Context: an optimization exercise on an open-source flow, tuned for small area, a short achievable clock period and few clock cycles per item. The choices shown serve that exercise and are no tape-out recipe. In this exercise RTL edits were held to simulation tests only and were not proved equivalent to the original. Power is estimated from default activity; no workload was simulated.

==> design/flow/design.v <==
`default_nettype none
package ntt_pkg;
    typedef logic [16-1:0] coef_t;     
    typedef logic [4-1:0]  addr_t;     
    typedef logic [4-2:0]  tw_addr_t;  
    typedef enum logic [1:0] {
        st_idle,
        st_transform,
        st_drain
    } ntt_state_e;
endpackage
`default_nettype wire
`timescale 1ns/1ps
`default_nettype none
module ntt_coef_ram #(
    parameter int DEPTH_W = 4
) (
    input  logic               clk,
    input  logic               we0,
    input  logic               we1,
    input  logic [DEPTH_W-1:0] waddr0,
    input  logic [DEPTH_W-1:0] waddr1,
    input  ntt_pkg::coef_t              wdata0,
    input  ntt_pkg::coef_t              wdata1,
    input  logic [DEPTH_W-1:0] raddr0,
    input  logic [DEPTH_W-1:0] raddr1,
    output ntt_pkg::coef_t              rdata0,
    output ntt_pkg::coef_t              rdata1
);
    ntt_pkg::coef_t mem [0:(1 << DEPTH_W) - 1];
    always_ff @(posedge clk) begin
        if (we0) begin
            mem[waddr0] <= wdata0;
        end
        if (we1) begin
            mem[waddr1] <= wdata1;  
        end
    end
    always_ff @(posedge clk) begin
        rdata0 <= mem[raddr0];
        rdata1 <= mem[raddr1];
    end
endmodule
`default_nettype wire
`timescale 1ns/1ps
`default_nettype none
module ntt_loader (
    input  logic     clk,
    input  logic     reset,
    input  logic     load_w,
    input  logic     load_data,
    input  logic     transform_busy,
    input  ntt_pkg::coef_t    din,
    output logic     loader_busy,
    output logic     tw_we,
    output ntt_pkg::tw_addr_t tw_waddr,
    output ntt_pkg::coef_t    tw_wdata,
    output ntt_pkg::coef_t    q,
    output logic     ld_we,
    output ntt_pkg::addr_t    ld_waddr,
    output ntt_pkg::coef_t    ld_wdata
);
    logic  mode_w;    
    logic  mode_d;    
    ntt_pkg::addr_t cnt;
    ntt_pkg::addr_t cnt_rev;
    logic  q_word;
    assign q_word      = mode_w && (cnt == ntt_pkg::addr_t'(16 / 2));
    assign loader_busy = mode_w | mode_d;
    always_ff @(posedge clk or posedge reset) begin
        if (reset) begin
            mode_w <= 1'b0;
            mode_d <= 1'b0;
            cnt    <= '0;
        end else if (mode_w) begin
            mode_w <= !q_word;
            cnt    <= q_word ? ntt_pkg::addr_t'(0) : cnt + 1'b1;
        end else if (mode_d) begin
            if (cnt == ntt_pkg::addr_t'(16 - 1)) begin
                mode_d <= 1'b0;
            end
            cnt <= cnt + 1'b1;  
        end else if (!transform_busy) begin
            mode_w <= load_w;
            mode_d <= load_data & ~load_w;  
        end
    end
    always_ff @(posedge clk) begin
        if (q_word) begin
            q <= din;
        end
    end
    always_comb begin
        for (int i = 0; i < 4; i++) begin
            cnt_rev[i] = cnt[4 - 1 - i];
        end
    end
    assign tw_we    = mode_w && (cnt < ntt_pkg::addr_t'(16 / 2));
    assign tw_waddr = cnt[4-2:0];
    assign tw_wdata = din;
    assign ld_we    = mode_d;
    assign ld_waddr = cnt_rev;
    assign ld_wdata = din;
endmodule
`default_nettype wire
`timescale 1ns/1ps
`default_nettype none
module ntt_butterfly (
    input  logic  clk,
    input  logic  reset,
    input  ntt_pkg::coef_t q,
    input  ntt_pkg::coef_t u,
    input  ntt_pkg::coef_t v,
    input  ntt_pkg::coef_t tw,
    output ntt_pkg::coef_t sum,
    output ntt_pkg::coef_t diff
);
    logic [2*16-1:0] prod;
    logic [16:0]     add_full;  
    ntt_pkg::coef_t u_d1;
    ntt_pkg::coef_t u_d2;
    ntt_pkg::coef_t t;
    ntt_pkg::coef_t sum_n;
    ntt_pkg::coef_t diff_n;
    always_comb begin
        add_full = {1'b0, u_d2} + {1'b0, t};
        sum_n    = (add_full >= {1'b0, q}) ? ntt_pkg::coef_t'(add_full - {1'b0, q}) : ntt_pkg::coef_t'(add_full);
        diff_n   = (u_d2 >= t) ? u_d2 - t : u_d2 + q - t;  
    end
    always_ff @(posedge clk or posedge reset) begin
        if (reset) begin
            prod <= '0;
            u_d1 <= '0;
            t    <= '0;
            u_d2 <= '0;
            sum  <= '0;
            diff <= '0;
        end else begin
            prod <= v * tw;
            u_d1 <= u;
            t    <= ntt_pkg::coef_t'(prod % q);
            u_d2 <= u_d1;
            sum  <= sum_n;
            diff <= diff_n;
        end
    end
endmodule
`default_nettype wire
`timescale 1ns/1ps
`default_nettype none
module ntt_controller (
    input  logic     clk,
    input  logic     reset,
    input  logic     start,
    input  logic     loader_busy,
    input  logic     unload_busy,
    input  logic     ld_we,
    input  ntt_pkg::addr_t    ld_waddr,
    input  ntt_pkg::coef_t    ld_wdata,
    input  ntt_pkg::addr_t    out_raddr,
    input  ntt_pkg::coef_t    sum,
    input  ntt_pkg::coef_t    diff,
    output logic     transform_busy,
    output logic     transform_done,
    output logic     we0,
    output logic     we1,
    output ntt_pkg::addr_t    waddr0,
    output ntt_pkg::addr_t    waddr1,
    output ntt_pkg::addr_t    raddr0,
    output ntt_pkg::addr_t    raddr1,
    output ntt_pkg::coef_t    wdata0,
    output ntt_pkg::coef_t    wdata1,
    output ntt_pkg::tw_addr_t tw_raddr
);
    localparam int DLY     = 3 + 1;    
    localparam int STAGE_W = $clog2(4);
    localparam int DRAIN_W = $clog2(3 + 2);
    ntt_pkg::ntt_state_e         state;
    logic [STAGE_W-1:0] stage;
    logic [DRAIN_W-1:0] drain_cnt;
    ntt_pkg::tw_addr_t           blk;             
    ntt_pkg::tw_addr_t           j;               
    ntt_pkg::addr_t              half;            
    ntt_pkg::addr_t              a_lo;
    ntt_pkg::addr_t              a_hi;
    logic               j_last;
    logic               blk_last;
    logic [DLY-1:0]     wb_vld;
    ntt_pkg::addr_t              wb_a0 [DLY];
    ntt_pkg::addr_t              wb_a1 [DLY];
    assign half     = ntt_pkg::addr_t'(1) << stage;
    assign a_lo     = (ntt_pkg::addr_t'(blk) << (stage + 1)) | ntt_pkg::addr_t'(j);
    assign a_hi     = a_lo | half;
    assign tw_raddr = j << (4 - 1 - stage);  
    assign j_last   = (ntt_pkg::addr_t'(j) == half - 1'b1);
    assign blk_last = (blk == ntt_pkg::tw_addr_t'(((16 / 2) >> stage) - 1));
    assign transform_busy = (state != ntt_pkg::st_idle) | transform_done | unload_busy;
    always_ff @(posedge clk or posedge reset) begin
        if (reset) begin
            state          <= ntt_pkg::st_idle;
            stage          <= '0;
            blk            <= '0;
            j              <= '0;
            drain_cnt      <= '0;
            transform_done <= 1'b0;
        end else begin
            transform_done <= 1'b0;
            case (state)
                ntt_pkg::st_idle: begin
                    if (start && !loader_busy && !transform_busy) begin
                        state <= ntt_pkg::st_transform;
                    end
                end
                ntt_pkg::st_transform: begin
                    j <= j_last ? ntt_pkg::tw_addr_t'(0) : j + 1'b1;
                    if (j_last) begin
                        blk <= blk_last ? ntt_pkg::tw_addr_t'(0) : blk + 1'b1;
                        if (blk_last) begin
                            state <= ntt_pkg::st_drain;  
                        end
                    end
                end
                ntt_pkg::st_drain: begin
                    drain_cnt <= drain_cnt + 1'b1;
                    if (drain_cnt == DRAIN_W'(3 + 1)) begin
                        drain_cnt <= '0;
                        if (stage == STAGE_W'(4 - 1)) begin
                            stage          <= '0;
                            state          <= ntt_pkg::st_idle;
                            transform_done <= 1'b1;
                        end else begin
                            stage <= stage + 1'b1;
                            state <= ntt_pkg::st_transform;
                        end
                    end
                end
                default: state <= ntt_pkg::st_idle;
            endcase
        end
    end
    always_ff @(posedge clk or posedge reset) begin
        if (reset) begin
            wb_vld <= '0;
        end else begin
            wb_vld <= {wb_vld[DLY-2:0], state == ntt_pkg::st_transform};
        end
    end
    always_ff @(posedge clk) begin
        wb_a0[0] <= a_lo;
        wb_a1[0] <= a_hi;
        for (int i = 1; i < DLY; i++) begin
            wb_a0[i] <= wb_a0[i - 1];
            wb_a1[i] <= wb_a1[i - 1];
        end
    end
    always_comb begin
        if (state == ntt_pkg::st_idle) begin
            we0    = ld_we;
            we1    = 1'b0;
            waddr0 = ld_waddr;
            waddr1 = ld_waddr;
            wdata0 = ld_wdata;
            wdata1 = ld_wdata;
            raddr0 = out_raddr;
            raddr1 = out_raddr;
        end else begin
            we0    = wb_vld[DLY-1];
            we1    = wb_vld[DLY-1];
            waddr0 = wb_a0[DLY-1];
            waddr1 = wb_a1[DLY-1];
            wdata0 = sum;    
            wdata1 = diff;   
            raddr0 = a_lo;
            raddr1 = a_hi;
        end
    end
endmodule
`default_nettype wire
`timescale 1ns/1ps
`default_nettype none
module ntt_unloader (
    input  logic  clk,
    input  logic  reset,
    input  logic  transform_done,
    input  ntt_pkg::coef_t rdata0,
    output ntt_pkg::addr_t out_raddr,
    output logic  unload_busy,
    output logic  done,
    output ntt_pkg::coef_t dout,
    output logic  dout_valid
);
    logic  rd_active;    
    ntt_pkg::addr_t rd_cnt;
    assign out_raddr   = rd_cnt;
    assign dout        = rdata0;       
    assign unload_busy = rd_active | dout_valid;
    always_ff @(posedge clk or posedge reset) begin
        if (reset) begin
            rd_active  <= 1'b0;
            rd_cnt     <= '0;
            done       <= 1'b0;
            dout_valid <= 1'b0;
        end else begin
            done       <= transform_done;
            dout_valid <= rd_active;  
            if (transform_done) begin
                rd_active <= 1'b1;
                rd_cnt    <= '0;
            end else if (rd_active) begin
                if (rd_cnt == ntt_pkg::addr_t'(16 - 1)) begin
                    rd_active <= 1'b0;
                end
                rd_cnt <= rd_cnt + 1'b1;
            end
        end
    end
endmodule
`default_nettype wire
`timescale 1ns/1ps
`default_nettype none
module ntt_core (
    input  logic  clk,
    input  logic  reset,
    input  logic  load_w,
    input  logic  load_data,
    input  logic  start,
    input  ntt_pkg::coef_t din,
    output logic  done,
    output logic  dout_valid,
    output ntt_pkg::coef_t dout
);
    logic     loader_busy;
    logic     transform_busy;
    logic     transform_done;
    logic     unload_busy;
    logic     tw_we;
    ntt_pkg::tw_addr_t tw_waddr;
    ntt_pkg::coef_t    tw_wdata;
    ntt_pkg::tw_addr_t tw_raddr;
    ntt_pkg::coef_t    tw_rdata;
    ntt_pkg::coef_t    q;
    logic     ld_we;
    ntt_pkg::addr_t    ld_waddr;
    ntt_pkg::coef_t    ld_wdata;
    ntt_pkg::addr_t    out_raddr;
    logic     we0;
    logic     we1;
    ntt_pkg::addr_t    waddr0;
    ntt_pkg::addr_t    waddr1;
    ntt_pkg::addr_t    raddr0;
    ntt_pkg::addr_t    raddr1;
    ntt_pkg::coef_t    wdata0;
    ntt_pkg::coef_t    wdata1;
    ntt_pkg::coef_t    rdata0;
    ntt_pkg::coef_t    rdata1;
    ntt_pkg::coef_t    sum;
    ntt_pkg::coef_t    diff;
    ntt_loader loader_i (
        .clk(clk), .reset(reset), .load_w(load_w), .load_data(load_data),
        .transform_busy(transform_busy), .din(din), .loader_busy(loader_busy),
        .tw_we(tw_we), .tw_waddr(tw_waddr), .tw_wdata(tw_wdata), .q(q),
        .ld_we(ld_we), .ld_waddr(ld_waddr), .ld_wdata(ld_wdata)
    );
    ntt_controller ctrl_i (
        .clk(clk), .reset(reset), .start(start), .loader_busy(loader_busy),
        .unload_busy(unload_busy), .ld_we(ld_we), .ld_waddr(ld_waddr),
        .ld_wdata(ld_wdata), .out_raddr(out_raddr), .sum(sum), .diff(diff),
        .transform_busy(transform_busy), .transform_done(transform_done),
        .we0(we0), .we1(we1), .waddr0(waddr0), .waddr1(waddr1),
        .raddr0(raddr0), .raddr1(raddr1), .wdata0(wdata0), .wdata1(wdata1),
        .tw_raddr(tw_raddr)
    );
    ntt_coef_ram #(.DEPTH_W(4)) coef_ram_i (
        .clk(clk), .we0(we0), .we1(we1), .waddr0(waddr0), .waddr1(waddr1),
        .wdata0(wdata0), .wdata1(wdata1), .raddr0(raddr0), .raddr1(raddr1),
        .rdata0(rdata0), .rdata1(rdata1)
    );
    ntt_coef_ram #(.DEPTH_W(4 - 1)) tw_ram_i (
        .clk(clk), .we0(tw_we), .we1(1'b0), .waddr0(tw_waddr), .waddr1(tw_waddr),
        .wdata0(tw_wdata), .wdata1(tw_wdata), .raddr0(tw_raddr), .raddr1(tw_raddr),
        .rdata0(tw_rdata), .rdata1()
    );
    ntt_butterfly bfly_i (
        .clk(clk), .reset(reset), .q(q), .u(rdata0), .v(rdata1), .tw(tw_rdata),
        .sum(sum), .diff(diff)
    );
    ntt_unloader unloader_i (
        .clk(clk), .reset(reset), .transform_done(transform_done), .rdata0(rdata0),
        .out_raddr(out_raddr), .unload_busy(unload_busy), .done(done),
        .dout(dout), .dout_valid(dout_valid)
    );
endmodule
`default_nettype wire
==> design/flow/run.sh <==
#!/bin/bash
# synth_recipe.tcl (not shown) runs the flow's synth.tcl, then flattens the netlist and writes it again
# the make line also repeats each setting of config.mk as NAME=value (left out here)
make -C /OpenROAD-flow-scripts/flow DESIGN_CONFIG=/design/flow/config.mk WORK_HOME=/design/flow/orfs CLKGATE_MAP_FILE= SYNTH_SCRIPT=/design/flow/synth_recipe.tcl finish
==> design/flow/config.mk <==
export PLATFORM = sky130hd
export DESIGN_NAME = ntt_core
export DESIGN_NICKNAME = ntt_core
export VERILOG_FILES = /design/flow/design.v
export SDC_FILE = /design/flow/constraint.sdc
export NUM_CORES = 4
export LEC_CHECK = 0
export CAP_MARGIN = 20
export CORE_MARGIN = 2
export CORE_UTILIZATION = 40
export SLEW_MARGIN = 20
==> design/flow/constraint.sdc <==
create_clock -name core_clock -period 95.0 [get_ports {clk}]
set_input_delay 19.0000 -clock core_clock [delete_from_list [all_inputs] [get_ports {clk}]]
set_output_delay 19.0000 -clock core_clock [all_outputs]
set_load 0.01 [all_outputs]
==> flow_metrics.py <==
metrics = {
    "drt": {
        "vias": 52351,
        "drt_iter0_markers": 4467,
        "wl_per_cell_um": 21.92,
        "drc": 0,
        "viasPerCell": 5.884,
        "final_antenna_net_count": 0,
        "drt_wl_total_um": 195000,
        "dr.pass1.iters": 6,
    },
    "clock_network": {
        "ctsHoldBuffers": 0,
        "cts.reportedPaths.clkPinSlew_ps": 60,
        "insertion_delay_ps": 670,
        "cts_tree": "yes",
        "clockRootBuffer": "clkbuf_16",
        "cts_buffers": 75,
        "clock_sinks": 623,
        "clockBufferDepth": 3,
        "htree_levels": 3,
    },
    "timing": {
        "slew_headroom_pct": 24.53,
        "fmax_mhz": 11.22,
        "fin_hold_ws_ps": 322.4,
        "drv_slew": 0,
        "post-route-period-util_pct": 93.83,
        "skew_ps": 36.95,
        "timing.final.crit_period_ps": 89140,
        "hold_violations": 0,
        "setup_viol": 0,
        "tightest_slew_ps": 1122,
    },
    "logic_synthesis": {
        "yosysTopAreaCell": "edfxtp_1",
        "syn_area_um2": 61060,
        "yosys.area_share.adder_pct": 18.76,
        "yosysMostFrequentCell": "nand2_1",
        "yosysUniqueCellTypes": 128,
        "synth_top_family_by_area": "compound AO/OA/AOI/OAI gates",
        "synth-edff-count": 400,
        "synthSimpleGateAreaFrac_pct": 17.59,
        "syn_inst": 6849,
        "ys_warn_count": 8,
        "synth.top_cell.area_share_pct": 19.67,
        "synth_xor_area_share_pct": 3.887,
        "synthTopCellsByCount": "nand2_1 (795), ha_1 (573), nor2_1 (539)",
        "synth_nets": 7656,
        "seq_area_frac_synth_pct": 28.16,
        "avgSynthCellArea_um2": 8.915,
        "async_reset_ff_share_pct": 22.95,
        "synth_compound_area_share_pct": 20.15,
        "synth.ff_latch_count": 623,
        "synthMuxAreaShare_pct": 6.732,
        "synth_ff_type": "edfxtp_1",
        "synth_area_leaders": "edfxtp_1 (20%), ha_1 (12%), fa_1 (7.0%), dfrtp_1 (5.9%), nand2_1 (4.9%)",
    },
    "power": {
        "power_w": 0.0005959,
        "pwr-share-comb_pct": 0.7,
        "netSwitchingFraction_pct": 21.17,
        "pwr-share-seq_pct": 48.1,
        "worst_ir_drop_vdd_mv": 0.01284,
        "power.share.clock_pct": 51.2,
        "p_leak_nw": 27.81,
        "power_density_nw_per_um2": 8.823,
        "p_switching_w": 0.0001262,
        "p_int_w": 0.0004697,
    },
    "worst_setup_path": {
        "path_class": "register to register",
        "crit_fanout": 28,
        "worstPathArrival_ps": 89670,
        "critPathMostFrequentCell": "o21a_1",
        "cp.required_ps": 95530,
        "critPathSlowestCell": "or4_1",
        "critPathCaptureType": "register",
        "start_kind": "register",
        "cp_slowest_stage_delay_ps": 550,
    },
    "global_route": {
        "antenna_found_initial": 14,
        "grt_start_max_net_pins": 129,
        "grt_pass1_wl_um": 296800,
        "overflow": 0,
        "grt.total_usage_pct": 24.32,
        "grt_pass1_vias": 50388,
    },
    "die": {
        "die_h_um": 394.7,
        "io_pins": 39,
        "die_area_um2": 155800,
        "start_util_pct": 40.24,
        "core_area_um2": 151700,
        "fp-row-count": 143,
        "die_w_um": 394.7,
    },
    "place": {
        "io_buffer_count": 38,
        "dp_hpwl_um": 136100,
        "dp.cells": 8687,
        "place.gp.congestion": 0.9132,
    },
    "run": {
        "cap_violations": 0,
    },
    "status": {
        "status": "no timing/DRC/antenna violations",
    },
    "layout": {
        "area_growth_pct": 10.62,
        "final_cells": 8897,
        "nets": 7609,
        "drive_above_1_share_pct": 10.49,
    },
    "hold_path": {
        "hold_path.class": "register to register",
    },
}
[worst max-delay path, delay by kind of cell (launching register included)]
kind                       cells  cell delay [ps]
DFF                            1              470
and+or+nand+nor               85            18390
muxes                         10             3200
buffers and inverters         13             2060
adders and majority gates     31             9500
AOI/OAI and AO/OA            271            55190
[kinds of logic after synthesis]
kind of cell / Yosys count
AO/OA/AOI/OAI: 1805
XOR/XNOR: 271
adder cells (fa/ha/maj): 788
buffers and inverters: 757
flip-flops: 623
multiplexers: 346
AND/OR/NAND/NOR: 2259
[metrics by stage]
| stage | setup TNS, ps | util [%] | setup WS, ps | instance area [µm²] |
|---|---|---|---|---|
| finish | 0 | 44.52 | 5865 | 67540 |
| global route | -3966 | 44.51 | -280.0 | 67540 |
| CTS | 0 | 43.83 | 30.69 | 66500 |
| detailed placement | -20980 | 42.06 | -1351 | 63820 |
| global placement | 0 | 42.05 | 1050 | 63800 |
| floorplan | 0 | - | 5066 | 61060 |
[cell type report]
type / count / area, µm²
fillers: 14735 / 84180
multi-input cells: 5472 / 41910
flip-flops and latches: 623 / 17190
well taps: 2030 / 2540
clock buffers: 105 / 2153
repair buffers: 201 / 1660
inverters: 429 / 1615
clock inverters: 34 / 467.9
diodes: 3 / 7.507
[worst paths after layout]
| check | start | endpoint | slack, ps | cells after the start |
|---|---|---|---|---|
| min in group asynchronous | reset | bfly_i.diff[0] | 18920 | 2 |
| hold / removal | ctrl_i.wb_a0[1][0] | ctrl_i.wb_a0[2][0] | 320 | 0 |
| setup reg to reg | loader_i.q[13] | bfly_i.t[8] | 5860 | 410 |
| max in group asynchronous | reset | bfly_i.u_d1[12] | 74690 | 3 |
| hold reg to reg | ctrl_i.wb_a0[1][0] | ctrl_i.wb_a0[2][0] | 320 | 0 |
| setup / recovery | loader_i.q[13] | bfly_i.t[8] | 5860 | 410 |
[timing repair]
action / in CTS / in global routing
pin swaps: 0 / 19
endpoints found under the setup margin: 16 / 16
cloned: 0 / 3
setup buffers: 0 / 64
gates resized for setup: 14 / 108
[layer usage]
metal | vias to the layer above | track usage [%] | part of all wire [%]
li1 | 24725 | - | -
met1 | 25380 | 32.49 | 43
met2 | 1818 | 39.24 | 45
met3 | 414 | 3.737 | 6.8
met4 | 14 | 9.985 | 4.5
met5 | - | 0 | 0.045
[flip-flops by register name, indices dropped and copies added (netlist names), 4 cells and up]
name / cells
coef_ram_i.mem: 256
tw_ram_i.mem: 128
bfly_i.prod: 32
bfly_i.diff: 16
bfly_i.sum: 16
bfly_i.t: 16
bfly_i.u_d1: 16
bfly_i.u_d2: 16
coef_ram_i.rdata0: 16
coef_ram_i.rdata1: 16
ctrl_i.wb_a0: 16
ctrl_i.wb_a1: 16
loader_i.q: 16
tw_ram_i.rdata0: 16
ctrl_i.wb_vld: 4
loader_i.cnt: 4
unloader_i.rd_cnt: 4
[layout by cell type (no fill, tap or decap), types with 105 or more instances in the layout]
cell type    n
a211oi_1   195
o31ai_1    114
a21o_1     124
mux2i_1    157
fa_1       213
edfxtp_1   400
and2_1     269
a21oi_1    461
xnor2_1    166
nand2_1    784
dfrtp_1    143
o21a_1     186
inv_1      419
nor3_1     219
xor2_1     105
buf_4      155
nor2_1     525
o21ai_0    168
ha_1       573
mux2_2     134
[power by group through the flow]
stage	Sequential, W	Clock, W	Combinational, W
floorplan	0.000292	0	0.000000916
global placement	0.000292	0	0.00000442
detailed placement	0.000292	0	0.00000450
CTS	0.000287	0.000310	0.00000451
global route	0.000287	0.000319	0.00000468
finish	0.000287	0.000305	0.00000435
Testbench counts, summed over its fixed seeds: cycles 11,336, items 128.

-- what the ideal ports hide --
No port has a modelled driver above. Below, the same layout with a new extraction and two added sets of constraints. Step 1: set_driving_cell puts a clkbuf_16 on clk and a buf_2 on each other input, an assumption about the parent block. Step 2 adds t to the input delays and takes it off the output delays; t is the mean of the earliest and latest rising clock arrival at the registers after step 1. Input paths then give back, and output paths get back, about the clock's delay inside the block. Slacks: ideal / step 1 / step 2; pairs: ideal / step 1.
t, ns: 0.724
setup WS [ns]: 5.865 / 5.865 / 5.865
clock arrival spread, ns: 0.042 / 0.041
worst data-port slew with drivers (ns): 0.17
pins driven straight from the clock port: 1
After both steps this run still meets setup and hold. For this run, drivers alone change the setup slack by 0.000 ns; drivers and shift together by 0.000 ns.
